Background: an optimization exercise with open tools, aiming at small area. Do not read the settings as production practice. Function was checked by simulation only, so behaviour that the tests miss may differ from the original. Power is estimated from default activity; no workload was simulated.

<file path="config.mk">
export PLATFORM = sky130hd
export DESIGN_NAME = registerfile_mp
export DESIGN_NICKNAME = registerfile_mp
export VERILOG_FILES = /design/flow/design.v
export SDC_FILE = /design/flow/constraint.sdc
export NUM_CORES = 4
export LEC_CHECK = 0
export CAP_MARGIN = 20
export CORE_MARGIN = 2
export CORE_UTILIZATION = 40
export SETUP_SLACK_MARGIN = 0.2
export SLEW_MARGIN = 20
export SYNTH_HIERARCHICAL = 1
export SYNTH_MINIMUM_KEEP_SIZE = 0
</file>
<file path="constraint.sdc">
create_clock -name core_clock -period 8.0 [get_ports {clock}]
set_input_delay 1.6000 -clock core_clock [delete_from_list [all_inputs] [get_ports {clock}]]
set_output_delay 1.6000 -clock core_clock [all_outputs]
set_load 0.01 [all_outputs]
</file>
<file path="design.v">
package regfile_pkg;
    localparam int DEF_DATA_W   = 32;
    localparam int DEF_ADDR_W   = 5;
    localparam int DEF_NUM_READ = 2;
    localparam int MAX_READ     = 4;
    localparam int ZERO_REG     = 0;
endpackage
module rf_a22o (
    input  logic a1, a2, b1, b2,
    output logic y
);
    assign y = (a1 & a2) | (b1 & b2);
endmodule
module rf_a222oi (
    input  logic a1, a2, b1, b2, c1, c2,
    output logic y
);
    assign y = !((a1 & a2) | (b1 & b2) | (c1 & c2));
endmodule
module rf_nand2 (
    input  logic a, b,
    output logic y
);
    assign y = !(a & b);
endmodule
module rf_nand3 (
    input  logic a, b, c,
    output logic y
);
    assign y = !(a & b & c);
endmodule
module rf_nand4 (
    input  logic a, b, c, d,
    output logic y
);
    assign y = !(a & b & c & d);
endmodule
module rf_or3 (
    input  logic a, b, c,
    output logic y
);
    assign y = a | b | c;
endmodule
module regfile_read_bit (
    input  logic [31:1] sel,
    input  logic [31:1] d,
    output logic        y
);
    logic [10:0] t;
    logic [2:0]  u;
    for (genvar g = 0; g < 10; g++) begin : g_t
        rf_a222oi u_t (
            .a1(sel[3*g+1]), .a2(d[3*g+1]),
            .b1(sel[3*g+2]), .b2(d[3*g+2]),
            .c1(sel[3*g+3]), .c2(d[3*g+3]),
            .y (t[g])
        );
    end
    rf_nand2 u_t10 (.a(sel[31]), .b(d[31]), .y(t[10]));
    rf_nand4 u_u0 (.a(t[0]), .b(t[1]), .c(t[2]),  .d(t[3]), .y(u[0]));
    rf_nand4 u_u1 (.a(t[4]), .b(t[5]), .c(t[6]),  .d(t[7]), .y(u[1]));
    rf_nand3 u_u2 (.a(t[8]), .b(t[9]), .c(t[10]),           .y(u[2]));
    rf_or3   u_y  (.a(u[0]), .b(u[1]), .c(u[2]), .y(y));
endmodule
module regfile_read_port
#(
    parameter int DATA_W = regfile_pkg::DEF_DATA_W,
    parameter int ADDR_W = regfile_pkg::DEF_ADDR_W,
    parameter int DEPTH  = 1 << ADDR_W
) (
    input  logic [DEPTH-1:0]              dsel,
    input  logic [DEPTH-1:0][DATA_W-1:0]  mem,
    output logic [DATA_W-1:0]             rdata
);
    for (genvar j = 0; j < DATA_W; j++) begin : g_bit
        logic [31:1] d;
        for (genvar i = 1; i < DEPTH; i++) begin : g_d
            assign d[i] = mem[i][j];
        end
        regfile_read_bit u_bit (.sel(dsel[31:1]), .d(d), .y(rdata[j]));
    end
endmodule
module registerfile_mp
#(
    parameter int DATA_W   = regfile_pkg::DEF_DATA_W,
    parameter int ADDR_W   = regfile_pkg::DEF_ADDR_W,
    parameter int NUM_READ = regfile_pkg::DEF_NUM_READ
) (
    input  logic                         clock,
    input  logic                         reset,
    input  logic [NUM_READ*ADDR_W-1:0]   ReadAddr,
    output logic [NUM_READ*DATA_W-1:0]   ReadData,
    output logic [NUM_READ-1:0]          ReadBusy,
    input  logic [ADDR_W-1:0]            WriteReg,
    input  logic [DATA_W-1:0]            WriteData,
    input  logic                         RegWrite,
    input  logic [ADDR_W-1:0]            IssueReg,
    input  logic                         IssueValid,
    output logic [(1<<ADDR_W)-1:0]       BusyVec
);
    localparam int DEPTH = 1 << ADDR_W;
    if (NUM_READ < 1 || NUM_READ > regfile_pkg::MAX_READ) begin : g_bad_num_read
        $error("registerfile_mp: NUM_READ must be in 1..4");
    end
    if (DATA_W != 32 || ADDR_W != 5) begin : g_bad_shape
        $error("registerfile_mp: the read ports are built for 32 x 32 bits");
    end
    logic [DEPTH-1:0][DATA_W-1:0] mem;
    logic [DEPTH-1:0][DATA_W-1:0] mem_d;
    logic [DEPTH-1:0]             valid;
    logic [DEPTH-1:0]             busy;
    logic [DEPTH-1:0]             we;
    logic [DEPTH-1:0]             nwe;
    logic [DEPTH-1:0]             ie;
    assign mem[0]   = '0;
    assign mem_d[0] = '0;
    assign valid[0] = 1'b0;
    assign busy[0]  = 1'b0;
    assign we[0]    = 1'b0;
    assign nwe[0]   = 1'b1;
    assign ie[0]    = 1'b0;
    for (genvar i = 1; i < DEPTH; i++) begin : g_reg
        assign we[i]  = RegWrite   && (WriteReg == ADDR_W'(i));
        assign nwe[i] = !we[i];
        assign ie[i]  = IssueValid && (IssueReg == ADDR_W'(i));
        for (genvar j = 0; j < DATA_W; j++) begin : g_bit
            rf_a22o u_hold (
                .a1(WriteData[j]), .a2(we[i]),
                .b1(mem[i][j]),    .b2(nwe[i]),
                .y (mem_d[i][j])
            );
        end
        always_ff @(posedge clock) begin
            mem[i] <= mem_d[i];
        end
        always_ff @(posedge clock or posedge reset) begin
            if (reset) begin
                valid[i] <= 1'b0;
                busy[i]  <= 1'b0;
            end else begin
                valid[i] <= valid[i] | we[i];
                busy[i]  <= ie[i] | (busy[i] & !we[i]);
            end
        end
    end
    assign BusyVec = busy;
    for (genvar k = 0; k < NUM_READ; k++) begin : g_rd
        logic [ADDR_W-1:0] ra;
        logic [DEPTH-1:0]  dsel;
        assign ra = ReadAddr[k*ADDR_W +: ADDR_W];
        for (genvar i = 0; i < DEPTH; i++) begin : g_dec
            assign dsel[i] = valid[i] && (ra == ADDR_W'(i));
        end
        assign ReadBusy[k] = busy[ra];
        regfile_read_port #(
            .DATA_W (DATA_W),
            .ADDR_W (ADDR_W),
            .DEPTH  (DEPTH)
        ) u_rd (
            .dsel  (dsel),
            .mem   (mem),
            .rdata (ReadData[k*DATA_W +: DATA_W])
        );
    end
endmodule
</file>
<file path="run.sh">
#!/bin/bash
# synth_recipe.tcl (not shown) runs the flow's synth.tcl, then flattens the netlist and writes it again
# the make line also repeats each setting of config.mk as NAME=value (left out here)
make -C /OpenROAD-flow-scripts/flow DESIGN_CONFIG=/design/flow/config.mk WORK_HOME=/design/flow/orfs CLKGATE_MAP_FILE= SYNTH_SCRIPT=/design/flow/synth_recipe.tcl finish
</file>
==> summary.md, run 1 <==
| Metric | Value |
|---|---|
| Sequential cell area fraction in the yosys report | `53.1%` |
| Warnings from Yosys | `7` |
| Max Cap Violations | `0` |
| Depth of the most critical reg-to-reg path | `1` |
| Weighted congestion reported at the end of routability-driven placement | `0.914` |
| Routed Wire Length | `194000 um` |
| Number of nets still failing antenna checks after routing | `0` |
| Layout-stage area growth over the synthesis result | `19.3%` |
| Critical path destination | `ReadData[12]` |
| Number of ports placed on the die boundary | `154` |
| Worst vdd rail ir drop | `0.170 mV` |
| Average size of a mapped cell | `12.2 um^2` |
| CP Max Fanout | `32` |
| Cell-by-cell listing of the critical path | `clkdlybuf4s50_1, nor3b_1, and3_2, a222oi_1, nand4_1, or3_1, clkdlybuf4s50_1` |
| CTS hold repair buffers | `0` |
| Number of H-tree levels | `3` |
| Final #Nets | `3749` |
| Wire length per cell | `38.2 um` |
| Total half-perimeter wirelength after legalization and detailed placement | `110000 um` |
| Filler cell count in the final layout | `8964` |
| Power per unit of standard cell area | `295 nW/um^2` |
| Type of element launching the critical path | `input port` |
| Final Hold Viols | `0` |
| CP Launch Point | `ReadAddr[0]` |
| Syn Std Cell Area | `40300 um^2` |
| Clk pin slew, worst setup/hold paths | `0.06 ns` |
| Final core utilization | `48.1%` |
| Maximum number of pins on one net before global-route repair | `63` |
| Total area of sequential cells | `21400 um^2` |
| Area of the die | `103000 um^2` |
| Vias per inst | `7.93` |
| Number of sinks driven by the clock tree | `1054` |
| Chip width | `322 um` |
| Startpoint-to-endpoint class of the critical path | `input port to output port` |
| Worst flop-to-flop path startpoint | `valid[23]` |
| Placeable core region | `100000 um^2` |
| Cell seen most often among critical-path stages | `sky130_fd_sc_hd__clkdlybuf4s50_1` |
| Post-layout minimum cycle time | `7.16 ns` |
| Reg2reg end | `valid[23]` |
| Final Setup Violations | `0` |
| CTS tree | `built` |
| Class of the tightest hold or removal check | `register to register` |
| Total DRC errors in the routed layout | `0` |
| Synthesis-stage register bit count | `1054` |
| DP Cell Count | `4882` |
| Initial core utilization | `40.3%` |
| Resized Gates After CTS | `0` |
| Non-filler instance count after layout | `5076` |
| Commonest non-fill, non-tap cell in the layout | `sky130_fd_sc_hd__a22o_1` |
| Maximum root-to-sink buffer count | `3` |
| Max Slew Vio Count | `0` |
| Area of the multi-input gates | `18900 um^2` |
| Via Count | `40273` |
| Global-route wire length before repair | `272000 um` |
| Number of buffers added by the clock tree synthesis step | `107` |
| Number of DRC markers in iteration 0 | `9089` |
| Clock insertion delay at the later pin of the skew report | `0.68 ns` |
| Final global-route overflow total | `0` |
| Cell variety after synth | `38` |
| Upper clock frequency limit | `140 MHz` |
| Antenna violations before repair | `8` |
| Setup repair bufs after CTS | `0` |
| Synthesized net count | `3375` |
| Total number of placement rows | `116` |
| Arr. time, crit path | `5.56 ns` |
| Port buffer count | `152` |
| Most frequent cells in the layout | `1004 x sky130_fd_sc_hd__a22o_1, 992 x sky130_fd_sc_hd__dfxtp_1, 640 x sky130_fd_sc_hd__a222oi_1` |
| Data required time at the worst endpoint | `6.40 ns` |
| Final Cycle Share | `89.5%` |
| Worst-margin pin slew | `1.30 ns` |
| Total negative slack | `0 ns` |
| Overall routing resource usage | `35.7%` |
| Outcome | `no timing/DRC/antenna violations` |
| CTS root buf | `sky130_fd_sc_hd__clkbuf_16` |
| Y dimension of the die | `322 um` |
| Via count of the first global-routing pass | `37817` |
| Worst slew slack as a fraction of its limit | `13.1%` |
| Crit path largest cell delay | `1.02 ns` |
| Setup skew after layout | `0 ns` |
| Synthesized instance count | `3319` |
| Endpoint type of the worst setup path | `output port` |
| Static leakage | `19.7 nW` |
| Fraction of layout cells with a size suffix above 1 | `10.9%` |
| Setup repair after global routing missed its margin | `false` |
| Standard cell with the maximum stage delay on the critical path | `sky130_fd_sc_hd__and3_2` |
| First-pass iteration count of the detailed router | `14` |
| Minimum setup slack among reg-to-reg paths | `7.19 ns` |
## modules after synthesis, one instance, submodules excluded, excerpt
module | flip-flops and latches | cells inside | copies in the design | area (um^2)
registerfile_mp | 1054 | 1367 | 1 | 23500
rf_a222oi | 0 | 1 | 640 | 10.0
rf_a22o | 0 | 1 | 992 | 8.76
rf_nand2 | 0 | 1 | 64 | 3.75
rf_nand3 | 0 | 1 | 64 | 5.00
rf_nand4 | 0 | 1 | 128 | 6.26
rf_or3 | 0 | 1 | 64 | 6.26
## worst max-delay path: cells and delay by family
kind | cells | cell delay (ns)
and+or+nand+nor | 4 | 2.41
AOI/OAI and AO/OA | 1 | 0.28
buffers and inverters | 2 | 1.24
## logic make-up (layout without fill, tap and decap cells)
kind of cell	Yosys count	after routing	share of synthesized area, %
multiplexers	23	23	1.02
flip-flops	1054	1054	53.1
AO/OA/AOI/OAI	1671	1671	38.3
other	1	3	0.00930
buffers and inverters	51	508	0.533
AND/OR/NAND/NOR	519	519	7.10
## routing by layer
metal	global-route usage, %	routed length (um)	up-vias
met5	1.13	168	-
met4	22.7	14300	11
met3	12.0	30400	794
met2	48.8	76000	3850
met1	47.7	73200	19642
li1	-	-	15976
## cells in the mapped netlist
master | number | area, um^2
sky130_fd_sc_hd__o31ai_1 | 1 | 7.51
sky130_fd_sc_hd__conb_1 | 1 | 3.75
sky130_fd_sc_hd__mux2_2 | 4 | 45.0
sky130_fd_sc_hd__nand4_1 | 129 | 807
sky130_fd_sc_hd__nor3_1 | 7 | 35.0
sky130_fd_sc_hd__nand2b_1 | 33 | 206
sky130_fd_sc_hd__buf_4 | 1 | 7.51
sky130_fd_sc_hd__clkbuf_1 | 9 | 33.8
sky130_fd_sc_hd__o22ai_1 | 1 | 6.26
sky130_fd_sc_hd__o2bb2ai_1 | 16 | 140
sky130_fd_sc_hd__buf_6 | 2 | 22.5
sky130_fd_sc_hd__nor2b_1 | 12 | 75.1
sky130_fd_sc_hd__a32o_1 | 4 | 40.0
sky130_fd_sc_hd__nand2_1 | 106 | 398
sky130_fd_sc_hd__and3_1 | 64 | 400
sky130_fd_sc_hd__dfxtp_1 | 992 | 19900
sky130_fd_sc_hd__a221oi_1 | 1 | 8.76
sky130_fd_sc_hd__nand3_1 | 64 | 320
sky130_fd_sc_hd__mux4_1 | 4 | 105
sky130_fd_sc_hd__nor2_1 | 18 | 67.6
sky130_fd_sc_hd__or2_2 | 6 | 37.5
sky130_fd_sc_hd__nand3b_1 | 1 | 7.51
sky130_fd_sc_hd__inv_1 | 35 | 131
sky130_fd_sc_hd__mux4_2 | 9 | 203
sky130_fd_sc_hd__mux2i_1 | 6 | 60.1
sky130_fd_sc_hd__a22o_1 | 1004 | 8790
sky130_fd_sc_hd__nor3b_1 | 5 | 37.5
sky130_fd_sc_hd__a222oi_1 | 640 | 6410
sky130_fd_sc_hd__and2_1 | 6 | 37.5
sky130_fd_sc_hd__a31oi_1 | 1 | 6.26
sky130_fd_sc_hd__o221ai_1 | 1 | 8.76
sky130_fd_sc_hd__buf_2 | 4 | 20.0
sky130_fd_sc_hd__and2_0 | 1 | 6.26
sky130_fd_sc_hd__a41oi_1 | 1 | 8.76
sky130_fd_sc_hd__or3_1 | 64 | 400
sky130_fd_sc_hd__nand4b_1 | 3 | 26.3
sky130_fd_sc_hd__o31a_1 | 1 | 8.76
sky130_fd_sc_hd__dfrtp_1 | 62 | 1550
## per-stage QoR
stage	cell area [um^2]	total power [mW]	hold WS, ns	worst slack, ns
3_3_place_gp	44500	8.98	0.457	1.12
6_report	48100	14.2	0.476	0.837
5_1_grt	48100	14.6	0.489	0.930
3_5_place_dp	44600	9.02	0.458	1.07
4_1_cts	48100	14.1	0.475	1.08
2_1_floorplan	40300	8.14	0.440	2.84
## worst min-delay path by stage
stage	cells past startpoint	startpoint	slack [ns]	to
4_1_cts	1	valid[15]	0.48	valid[15]
2_1_floorplan	1	valid[10]	0.44	valid[10]
5_1_grt	1	valid[13]	0.49	valid[13]
3_3_place_gp	1	valid[13]	0.46	valid[13]
6_report	1	valid[31]	0.48	valid[31]
3_5_place_dp	1	valid[15]	0.46	valid[15]
## area by class of cell
type	count	share of cell area, %
flip-flops and latches	1054	44.5
clock inverters	29	0.637
well taps	1298	3.37
diodes	2	0.0104
inverters	35	0.273
clock buffers	163	6.78
repair buffers	281	5.25
multi-input cells	2214	39.2
## power by group
part,internal (mW),total (mW),switching (mW)
clock network,2.96,5.14,2.18
registers,6.32,7.19,0.876
logic,1.06,1.85,0.792
## state kept, by name (all words and copies together) (netlist names)
signal and cells:
busy 31, mem 992, valid 31
==> run 2, diff against run 1 <==
==> flow/run.sh (new file) <==
#!/bin/bash
# Layout flow: the standard flow (standard.sh, unchanged synthesis) with
# smaller port buffers and a clock tree of smaller buffers without dummy loads.
# The make output goes to flow.log; each ORFS step keeps its own log under orfs/logs.
set -euo pipefail
if [[ -z "${BUFFER_PORTS_ARGS:-}" ]]; then
  export BUFFER_PORTS_ARGS="-buffer_cell sky130_fd_sc_hd__buf_1"
fi
if [[ -z "${CTS_ARGS:-}" ]]; then
  export CTS_ARGS="-sink_clustering_enable -repair_clock_nets -dont_use_dummy_load -sink_clustering_size 16 -sink_clustering_max_diameter 60 -buf_list {sky130_fd_sc_hd__clkbuf_8}"
fi
bash standard.sh "$@" > flow.log 2>&1
==> standard.sh (new file) <==
#!/bin/bash
# synth_recipe.tcl (not shown) runs the flow's synth.tcl, then flattens the netlist and writes it again
# the make line also repeats each setting of config.mk as NAME=value (left out here)
make -C /OpenROAD-flow-scripts/flow DESIGN_CONFIG=/design/flow/config.mk WORK_HOME=/design/flow/orfs CLKGATE_MAP_FILE= SYNTH_SCRIPT=/design/flow/synth_recipe.tcl "${@:-finish}"
removed: run.sh
==> run 2 against run 1 <==
Worst hold slack better by 0.012 ns. Maximum frequency is 6.4% higher. Sequential cell count stayed put. Sequential power hardly changed. Sequential share of layout area is 3.5 points higher. Critical path type unchanged. Highest routed layer unchanged.
==> summary.md, run 2 <==
| Metric | Value |
|---|---|
| Setup repair bufs after CTS | `0 (unchanged)` |
| Final #Nets | `3700 (-1.3%)` |
| Class of the tightest hold or removal check | `register to register` |
| Clock insertion delay at the later pin of the skew report | `0.73 ns (+0.05 ns)` |
| Endpoint type of the worst setup path | `output port` |
| Clk pin slew, worst setup/hold paths | `0.09 ns (+0.03 ns)` |
| Setup skew after layout | `0 ns (unchanged)` |
| Antenna violations before repair | `17 (+9)` |
| Number of flip-flops under the largest register name | `992 (unchanged)` |
| Startpoint-to-endpoint class of the critical path | `input port to output port` |
| Weighted congestion reported at the end of routability-driven placement | `0.876 (-4.1%)` |
| Worst flop-to-flop path startpoint | `valid[27]` |
| Via Count | `40217 (-0.14%)` |
| Number of DRC markers in iteration 0 | `9579 (+5.4%)` |
| Power per unit of standard cell area | `260 nW/um^2 (-12%)` |
| Part of the total power dissipated in combinational logic | `14.7% (+1.6 points)` |
| Outcome | `no timing/DRC/antenna violations` |
| Sequential cell area fraction in the yosys report | `53.1% (unchanged)` |
| Average size of a mapped cell | `12.2 um^2 (unchanged)` |
| Warnings from Yosys | `7 (unchanged)` |
| Global routing usage on met2 | `49.2% (+0.45 points)` |
| Synthesized net count | `3375 (unchanged)` |
| Cell variety after synth | `38 (unchanged)` |
| Filler cell count in the final layout | `9340 (+4.2%)` |
| Relative contribution of sequential cells to total power | `61.8% (+11 points)` |
| Wire length per cell | `39.9 um (+4.5%)` |
| Number of buffers added by the clock tree synthesis step | `85 (-21%)` |
| CTS root buf | `sky130_fd_sc_hd__clkbuf_8` |
| CTS tree | `built` |
| Via count of the first global-routing pass | `37215 (-1.6%)` |
| Chip width | `322 um (unchanged)` |
| Max Cap Violations | `0 (unchanged)` |
| Most frequent cells in the layout | `1004 x sky130_fd_sc_hd__a22o_1, 992 x sky130_fd_sc_hd__dfxtp_1, 640 x sky130_fd_sc_hd__a222oi_1` |
| Total DRC errors in the routed layout | `0 (unchanged)` |
| Total negative slack | `0 ns (unchanged)` |
| Placeable core region | `100000 um^2 (unchanged)` |
| Overall routing resource usage | `36.4% (+0.66 points)` |
| Start point of the worst min-delay path | `valid[10]` |
| Non-filler instance count after layout | `4951 (-2.5%)` |
| First-pass iteration count of the detailed router | `14 (unchanged)` |
| Portion of total power attributed to the clock network | `23.5% (-13 points)` |
| Total half-perimeter wirelength after legalization and detailed placement | `106000 um (-3.1%)` |
| Hold Slack | `0.488 ns (+0.0120 ns)` |
| Worst slew slack as a fraction of its limit | `10.7% (-2.5 points)` |
| Post-layout minimum cycle time | `6.73 ns (-0.430 ns)` |
| CP Max Fanout | `32 (unchanged)` |
| Global-route met1 utilization | `47.6% (-0.15 points)` |
| Max Slew Vio Count | `0 (unchanged)` |
| Worst vdd rail ir drop | `0.136 mV (-20%)` |
| Registers with the highest flip-flop counts | `mem x992, busy x31, valid x31` |
| Fraction of layout cells with a size suffix above 1 | `8.73% (-2.2 points)` |
| Synthesized instance count | `3319 (unchanged)` |
| Final Cycle Share | `84.2% (-5.4 points)` |
| Commonest non-fill, non-tap cell in the layout | `sky130_fd_sc_hd__a22o_1` |
| Synth area leader | `sky130_fd_sc_hd__dfxtp_1` |
| Internal Dissipation | `8.17 mW (-21%)` |
| Final global-route overflow total | `0 (unchanged)` |
| Data required time at the worst endpoint | `6.40 ns (about the same)` |
| Register ranked first by flip-flop count | `mem` |
| Total number of placement rows | `116 (unchanged)` |
| Net switching power figure | `3.43 mW (-11%)` |
| Resized Gates After CTS | `0 (unchanged)` |
| Worst-margin pin slew | `1.34 ns (+0.0368 ns)` |
| Y dimension of the die | `322 um (unchanged)` |
| Global-route wire length before repair | `274000 um (+0.63%)` |
| Syn Std Cell Area | `40300 um^2 (unchanged)` |
| Most used DFF post-synth | `sky130_fd_sc_hd__dfxtp_1` |
| Arr. time, crit path | `5.13 ns (-0.43 ns)` |
| Number of sinks driven by the clock tree | `1054 (unchanged)` |
| Port buffer count | `152 (unchanged)` |
| Maximum number of pins on one net before global-route repair | `63 (unchanged)` |
| Static leakage | `18.0 nW (-8.3%)` |
| Most instantiated cells after synthesis | `1004 x sky130_fd_sc_hd__a22o_1, 992 x sky130_fd_sc_hd__dfxtp_1, 640 x sky130_fd_sc_hd__a222oi_1` |
| Maximum root-to-sink buffer count | `3 (unchanged)` |
| Most repeated cell in the gate-level netlist after synthesis | `sky130_fd_sc_hd__a22o_1` |
| Number of nets still failing antenna checks after routing | `0 (unchanged)` |
| Layout-stage area growth over the synthesis result | `10.6%` |
| CP Launch Point | `ReadAddr[0]` |
| Final Hold Viols | `0 (unchanged)` |
| Area of the die | `103000 um^2 (unchanged)` |
| Number of synthesized flops with an enable pin | `0 (unchanged)` |
| Synthesis-stage register bit count | `1054 (unchanged)` |
| Upper clock frequency limit | `149 MHz (+6.4%)` |
| Number of H-tree levels | `3 (unchanged)` |
| Share of the synthesized area in the top cell type | `49.2% (unchanged)` |
| Final core utilization | `44.6% (-3.5 points)` |
| Biggest area contributors in the synthesized netlist | `sky130_fd_sc_hd__dfxtp_1 49%, sky130_fd_sc_hd__a22o_1 22%, sky130_fd_sc_hd__a222oi_1 16%, sky130_fd_sc_hd__dfrtp_1 3.8%, sky130_fd_sc_hd__nand4_1 2.0%` |
| Overall power | `11.6 mW (-18%)` |
| Final Setup Violations | `0 (unchanged)` |
| CTS hold repair buffers | `0 (unchanged)` |
| Fraction of power spent switching nets | `29.6% (+2.4 points)` |
| Peak-usage layer in the global routing report | `met2` |
| Routed Wire Length | `198000 um (+1.9%)` |
| Synth async-reset ratio | `5.88% (unchanged)` |
| Vias per inst | `8.12 (+2.4%)` |
| DP Cell Count | `4853 (-0.59%)` |
| Initial core utilization | `40.3% (unchanged)` |
| Type of element launching the critical path | `input port` |
| Number of ports placed on the die boundary | `154 (unchanged)` |
| Global routing met3 resource utilization | `15.1% (+3.1 points)` |
| Setup repair after global routing missed its margin | `false` |
==> run 2: cell count changes in the layout (fill, tap and decap cells not counted), moves of 22 or more <==
cell,previous run,this run
sky130_fd_sc_hd__buf_1,0,134
sky130_fd_sc_hd__clkbuf_16,110,0
sky130_fd_sc_hd__clkbuf_8,31,85
sky130_fd_sc_hd__clkdlybuf4s50_1,152,0
sky130_fd_sc_hd__clkbuf_1,22,0
sky130_fd_sc_hd__buf_4,126,100
==> run 2: cells by family after synthesis <==
kind of cell,count (synthesis),share of synthesized area [%]
other,1,0.00930
buffers and inverters,51,0.533
multiplexers,23,1.02
AO/OA/AOI/OAI,1671,38.3
AND/OR/NAND/NOR,519,7.10
flip-flops,1054,53.1
==> run 2: layout make-up <==
cell class	instances	area (um^2)	share of cell area, %
timing repair buffer	254	1380	3.10
inverter	35	131	0.294
clock buffer	85	1170	2.62
sequential	1054	21400	48.0
antenna	11	27.5	0.0617
multi-input combinational	2214	18900	42.3
tap	1298	1620	3.64
==> run 2: metal layers <==
layer  vias to the layer above  routed length [um]
met5                         -                 245
met4                        18               13500
met3                       824               32900
met2                      4019               78300
met1                     19582               73000
li1                      15774                   -
==> run 2: worst paths after layout <==
check | endpoint | slack (ns) | cells after the start
min in group asynchronous | valid[27] | 1.05 | 3
worst max-delay path | ReadData[0] | 1.27 | 7
worst min register to register | valid[10] | 0.49 | 1
worst max register to register | valid[27] | 7.18 | 1
worst min-delay path | valid[10] | 0.49 | 1
max in group asynchronous | busy[26] | 6.32 | 3
==> run 2: Yosys stat by module, one instance, submodules excluded, excerpt <==
module	cell area [um^2]	cells inside
rf_or3	6.26	1
rf_nand4	6.26	1
registerfile_mp	23500	1367
rf_a22o	8.76	1
rf_a222oi	10.0	1
rf_nand2	3.75	1
rf_nand3	5.00	1
==> run 2: worst max-delay path, stage by stage <==
cell and delay [ns]:
sky130_fd_sc_hd__buf_1 0.58, sky130_fd_sc_hd__nor3b_1 0.68, sky130_fd_sc_hd__and3_2 1.07, sky130_fd_sc_hd__a222oi_1 0.30, sky130_fd_sc_hd__nand4_1 0.30, sky130_fd_sc_hd__or3_1 0.37
sky130_fd_sc_hd__buf_1 0.20
==> run 2: power by group through the flow <==
stage          logic, mW  clock network (mW)  registers, mW
6_report            1.70                2.73           7.17
3_3_place_gp        1.60                   0           7.22
3_5_place_dp        1.66                   0           7.21
4_1_cts             1.66                2.72           7.11
5_1_grt             1.80                2.91           7.28
2_1_floorplan       1.13                   0           7.01
==> run 2: stage by stage <==
stage / worst slack, ns / cell area, um^2
CTS: 1.63 / 44500
global placement: 1.64 / 43400
finish: 1.27 / 44600
floorplan: 2.84 / 40300
detailed placement: 1.61 / 43400
global route: 1.33 / 44600

static timing again, ports no longer ideal:
Ports are ideal in the flow. The routed layouts listed here were re-timed in OpenROAD.
Step 1: set_driving_cell puts a clkbuf_16 on clock and a buf_2 on each other input, an assumption about the parent block.
Step 2 times the ports against the registers' clock, not the clock port: input delays grow and output delays shrink by t, the midpoint of the rising clock arrivals with the driver on.
Three values: ideal ports, drivers, drivers and shift; two values: the first two.
| run | shift t [ns] | slack for setup (ns) | hold slack, ns | worst setup path at the end | clock arrival spread, ns |
|---|---|---|---|---|---|
| run 1 | 0.762 | 0.837 / 0.811 / 0.811 | 0.476 / 0.476 / 0.476 | input to output | 0.033 / 0.033 |
| run 2 | 0.816 | 1.267 / 1.240 / 1.240 | 0.488 / 0.488 / 0.488 | input to output | 0.093 / 0.093 |
After both steps setup and hold are still met in every run listed. For run 2, which loses most, drivers alone change the setup slack by -0.027 ns; drivers and shift together by -0.027 ns.
